This design comes from an exercise in tuning for a short achievable clock period and few clock cycles on the open sky130 flow, not from production work.
Function was checked by simulation only, so behaviour that the tests miss may differ from the original.
Power figures rest on the tool's default switching activity, not on a simulated workload.

// rv32_core
module rv32_core (
    input  logic             clk,
    input  logic             rst,
    output logic [32-1:0] mem_addr,
    input  logic [32-1:0] mem_rd_data,
    output logic [32-1:0] mem_wr_data,
    output logic             mem_wr_ena,
    output logic [32-1:0] pc,
    output logic             instruction_done,
    output logic [31:0]      instructions_completed
);
    localparam int QDEPTH = 5;
    logic [32-1:0] maddr;      
    logic             m_cyc;      
    logic             m_st;       
    logic [32-1:0] wdata;
    logic [31:2]      fa;         
    logic [31:2]      fa1;        
    logic             fetch;      
    logic [31:0]      ir;                   
    logic             ir_v;
    logic [31:0]      ir_sel1, ir_sel2;     
    logic [31:0]      fq [QDEPTH];
    logic [QDEPTH:0]  fq_cnt;               
    logic             fq_empty;
    logic             load_head, pop, push;
    logic [31:0]      head_next;
    logic             adv;                  
    logic             dstall;
    logic             ir_dep;               
    logic             h_writes;
    logic             fp1, fp2;             
    logic [4:0]       nh_rs1, nh_rs2;
    logic             e_prod;
    logic             rst_q;
    logic [4:0]       d_rs1, d_rs2, d_rd;
    logic [32-1:0] d_imm;
    logic [9:0]       d_op;
    logic             d_alu, d_reg, d_ld, d_st, d_shift;
    logic             e_v;
    logic [32-1:0] e_a, e_b, e_sd;
    logic [4:0]       e_sh;       
    logic [4:0]       e_rd;
  ...
Size in the first run: about 6200 cells after synthesis, ~1800 flip-flops, ~160 I/O pins, about 75000 µm² of cells after synthesis.
clock: 8.0 ns
lec_check: 0
cap_margin: 20
core_margin: 2
core_utilization: 35
cts_cluster_diameter: 100
cts_cluster_size: 20
place_density: 0.5
slew_margin: 20
standard.sh (not shown) runs the stock make flow with config.mk's settings and CLKGATE_MAP_FILE= SYNTH_SCRIPT=/design/flow/synth_recipe.tcl, a recipe that flattens the netlist after the stock synthesis.
==> flow/flow/run.sh <==
#!/bin/bash
set -euo pipefail
bash standard.sh SETUP_SLACK_MARGIN=5.6 finish > flow_make.log 2>&1
Testbench counts at the start, summed over its fixed seeds: cycles 46,175.
Edit:
==> flow/run.sh (new file) <==
#!/bin/bash
# synth_recipe.tcl (not shown) runs the flow's synth.tcl, then flattens the netlist and writes it again
# the make line also repeats each setting of config.mk as NAME=value (left out here)
make -C /OpenROAD-flow-scripts/flow DESIGN_CONFIG=/design/flow/config.mk WORK_HOME=/design/flow/orfs CLKGATE_MAP_FILE= SYNTH_SCRIPT=/design/flow/synth_recipe.tcl finish
SETUP_SLACK_MARGIN = 5   (was unset)
removed: flow/flow/run.sh
removed: flow/standard.sh
Setup slack degrades by 360 ps.
Clock power came out lower by about 1%.
Maximum frequency came out lower by 11%.
Die area is unchanged.
Critical path depth came out higher by 6.
Count of clock-buffer cells in the layout came out lower by 14.
Cell count came out lower by 2.5%.
Sequential power barely changes.
Core utilization came out lower by 2.9 points.
Power came out lower by 9.8%.

* * *

rv32_core, a different RTL version from the one above (not shown whole).
Size in the first run: about 6100 cells after synthesis, about 1800 flip-flops, about 160 I/O pins.
==> flow/config.mk <==
export PLATFORM = sky130hd
export DESIGN_NAME = rv32_core
export DESIGN_NICKNAME = rv32_core
export VERILOG_FILES = /design/flow/design.v
export SDC_FILE = /design/flow/constraint.sdc
export NUM_CORES = 4
export LEC_CHECK = 0
export CAP_MARGIN = 20
export CORE_MARGIN = 2
export CORE_UTILIZATION = 45
export PLACE_DENSITY = 0.6
export SLEW_MARGIN = 20
==> flow/constraint.sdc <==
create_clock -name core_clock -period 8.0 [get_ports {clk}]
set_input_delay 1.6000 -clock core_clock [delete_from_list [all_inputs] [get_ports {clk}]]
set_output_delay 1.6000 -clock core_clock [all_outputs]
set_load 0.01 [all_outputs]
==> flow/flow/run.sh <==
#!/bin/bash
set -euo pipefail
bash standard.sh SETUP_SLACK_MARGIN=5.6 finish > flow_make.log 2>&1
The first run ran to the end with no violations.
Testbench counts at the start, summed over its fixed seeds: cycles 46,175.
Next try:
==> flow/run.sh (new file) <==
#!/bin/bash
# synth_recipe.tcl (not shown) runs the flow's synth.tcl, then flattens the netlist and writes it again
# the make line also repeats each setting of config.mk as NAME=value (left out here)
make -C /OpenROAD-flow-scripts/flow DESIGN_CONFIG=/design/flow/config.mk WORK_HOME=/design/flow/orfs CLKGATE_MAP_FILE= SYNTH_SCRIPT=/design/flow/synth_recipe.tcl finish
CORE_UTILIZATION = 35   (was 45)
PLACE_DENSITY = 0.5   (was 0.6)
SETUP_SLACK_MARGIN = 5   (was not set)
removed: flow/flow/run.sh
removed: flow/standard.sh
After rerunning: The new run finished clean; non-clock buffer count went down by 146; flip-flop and latch count stays the same; power went down by a few percent; cell count went up by a few percent.

* * *

rv32_core with an RTL version that a note above also has.
Size: roughly 6200 cells after synthesis, about 1800 flip-flops, ~160 I/O pins.
==> flow/config.mk <==
export PLATFORM = sky130hd
export DESIGN_NAME = rv32_core
export DESIGN_NICKNAME = rv32_core
export VERILOG_FILES = /design/flow/design.v
export SDC_FILE = /design/flow/constraint.sdc
export NUM_CORES = 4
export LEC_CHECK = 0
export CAP_MARGIN = 20
export CORE_MARGIN = 2
export CORE_UTILIZATION = 35
export CTS_CLUSTER_DIAMETER = 100
export CTS_CLUSTER_SIZE = 24
export PLACE_DENSITY = 0.5
export SLEW_MARGIN = 20
==> flow/constraint.sdc <==
create_clock -name core_clock -period 8.0 [get_ports {clk}]
set_input_delay 1.6000 -clock core_clock [delete_from_list [all_inputs] [get_ports {clk}]]
set_output_delay 1.6000 -clock core_clock [all_outputs]
set_load 0.01 [all_outputs]
==> flow/flow/run.sh <==
#!/bin/bash
set -euo pipefail
R=orfs/results/${FLOW_PLATFORM}/rv32_core/base
bash standard.sh SETUP_SLACK_MARGIN=5.6 place > flow_make_place.log 2>&1
IN=$R/3_place.odb OUT=$R/3_place_moved.odb \
    openroad -no_splash -exit flow/move_out_flops.tcl > move_out_flops.log 2>&1
cp $R/3_place_moved.odb $R/3_place.odb
touch $R/3_place.odb
bash standard.sh SETUP_SLACK_MARGIN=5.6 finish > flow_make.log 2>&1
==> flow/flow/move_out_flops.tcl <==
# Moves each flip-flop that drives an output port's buffer, and nothing
# else, next to that buffer, then legalizes the placement.
# usage: IN=... OUT=... openroad -exit move_out_flops.tcl
read_db $::env(IN)
set block [ord::get_db_block]
set moved 0
foreach bterm [$block getBTerms] {
  if {[$bterm getIoType] != "OUTPUT"} { continue }
  set net [$bterm getNet]
  if {$net == "NULL"} { continue }
  set buf ""
  foreach it [$net getITerms] {
    if {[$it isOutputSignal]} { set buf [$it getInst] }
  }
  if {$buf == ""} { continue }
  set innet ""
  foreach it [$buf getITerms] {
    if {[$it isInputSignal] && [$it getNet] != "NULL" && [[$it getNet] getSigType] == "SIGNAL"} { set innet [$it getNet] }
  }
  if {$innet == ""} { continue }
  set ff ""
  set sinks 0
  foreach it [$innet getITerms] {
    if {[$it isOutputSignal]} { set ff [$it getInst] } else { incr sinks }
  }
  if {$ff == "" || $sinks != 1} { continue }
  if {![string match "*df*" [[$ff getMaster] getName]]} { continue }
  set loc [$buf getLocation]
  $ff setLocation [lindex $loc 0] [lindex $loc 1]
  incr moved
}
puts "moved $moved flip-flops"
detailed_placement
check_placement -verbose
write_db $::env(OUT)
Testbench counts at the start, summed over its fixed seeds: cycles 46,175.
Change:
- CTS_CLUSTER_SIZE: 24 -> 20
=> The new run completed with no timing, DRC or antenna violations; hold slack is about the same; count of clock-buffer cells in the layout is higher by 37; combinational power hardly moves; utilization came out higher by 0.14 points; non-clock buffer count goes down by 8; via count hardly moves; routed wire length came out higher slightly; worst setup slack loses 0.017 ns; clock power rose by roughly a tenth; total power rose slightly; design area increases slightly.

## afterwards: timing with drivers on the ports
The results above use ideal ports. As a check the final layouts listed here were re-extracted and re-timed, cells and wires unchanged.
Step 1 (the two cells are an assumption about what drives the block):
set clk [get_ports {clk}]
set_driving_cell -lib_cell sky130_fd_sc_hd__clkbuf_16 $clk
set_driving_cell -lib_cell sky130_fd_sc_hd__buf_2 [delete_from_list [all_inputs] $clk]
Step 2 moves the port delays by t, midway between the first and last clock arrival at a register: inputs arrive t later, outputs are due t later. That takes back most of the time a late clock gives input paths.
Slacks: ideal ports / drivers / drivers and shift; pairs: ideal ports / drivers.
run | t (ns) | slack for setup (ns) | worst setup path at the end | latest minus earliest clock arrival (ns)
the first run of note 1 | 0.885 | 5.058 / 4.967 / 4.607 | input to register | 0.054 / 0.054
the second run of note 1 | 0.879 | 4.699 / 4.699 / 4.233 | input to register | 0.058 / 0.057
the first run of note 2 | 0.920 | 4.889 / 4.889 / 4.680 | input to register | 0.052 / 0.053
the second run of note 2 | 0.945 | 4.900 / 4.900 / 4.116 | input to register | 0.067 / 0.068
the first run of note 3 | 0.857 | 5.164 / 5.072 / 4.702 | input to register | 0.054 / 0.054
the second run of note 3 | 0.877 | 5.147 / 5.063 / 4.791 | input to register | 0.073 / 0.073
After both steps every run listed still meets setup and hold. For the second run of note 2, which loses most, drivers alone change the setup slack by 0.000 ns; drivers and shift together by -0.784 ns.
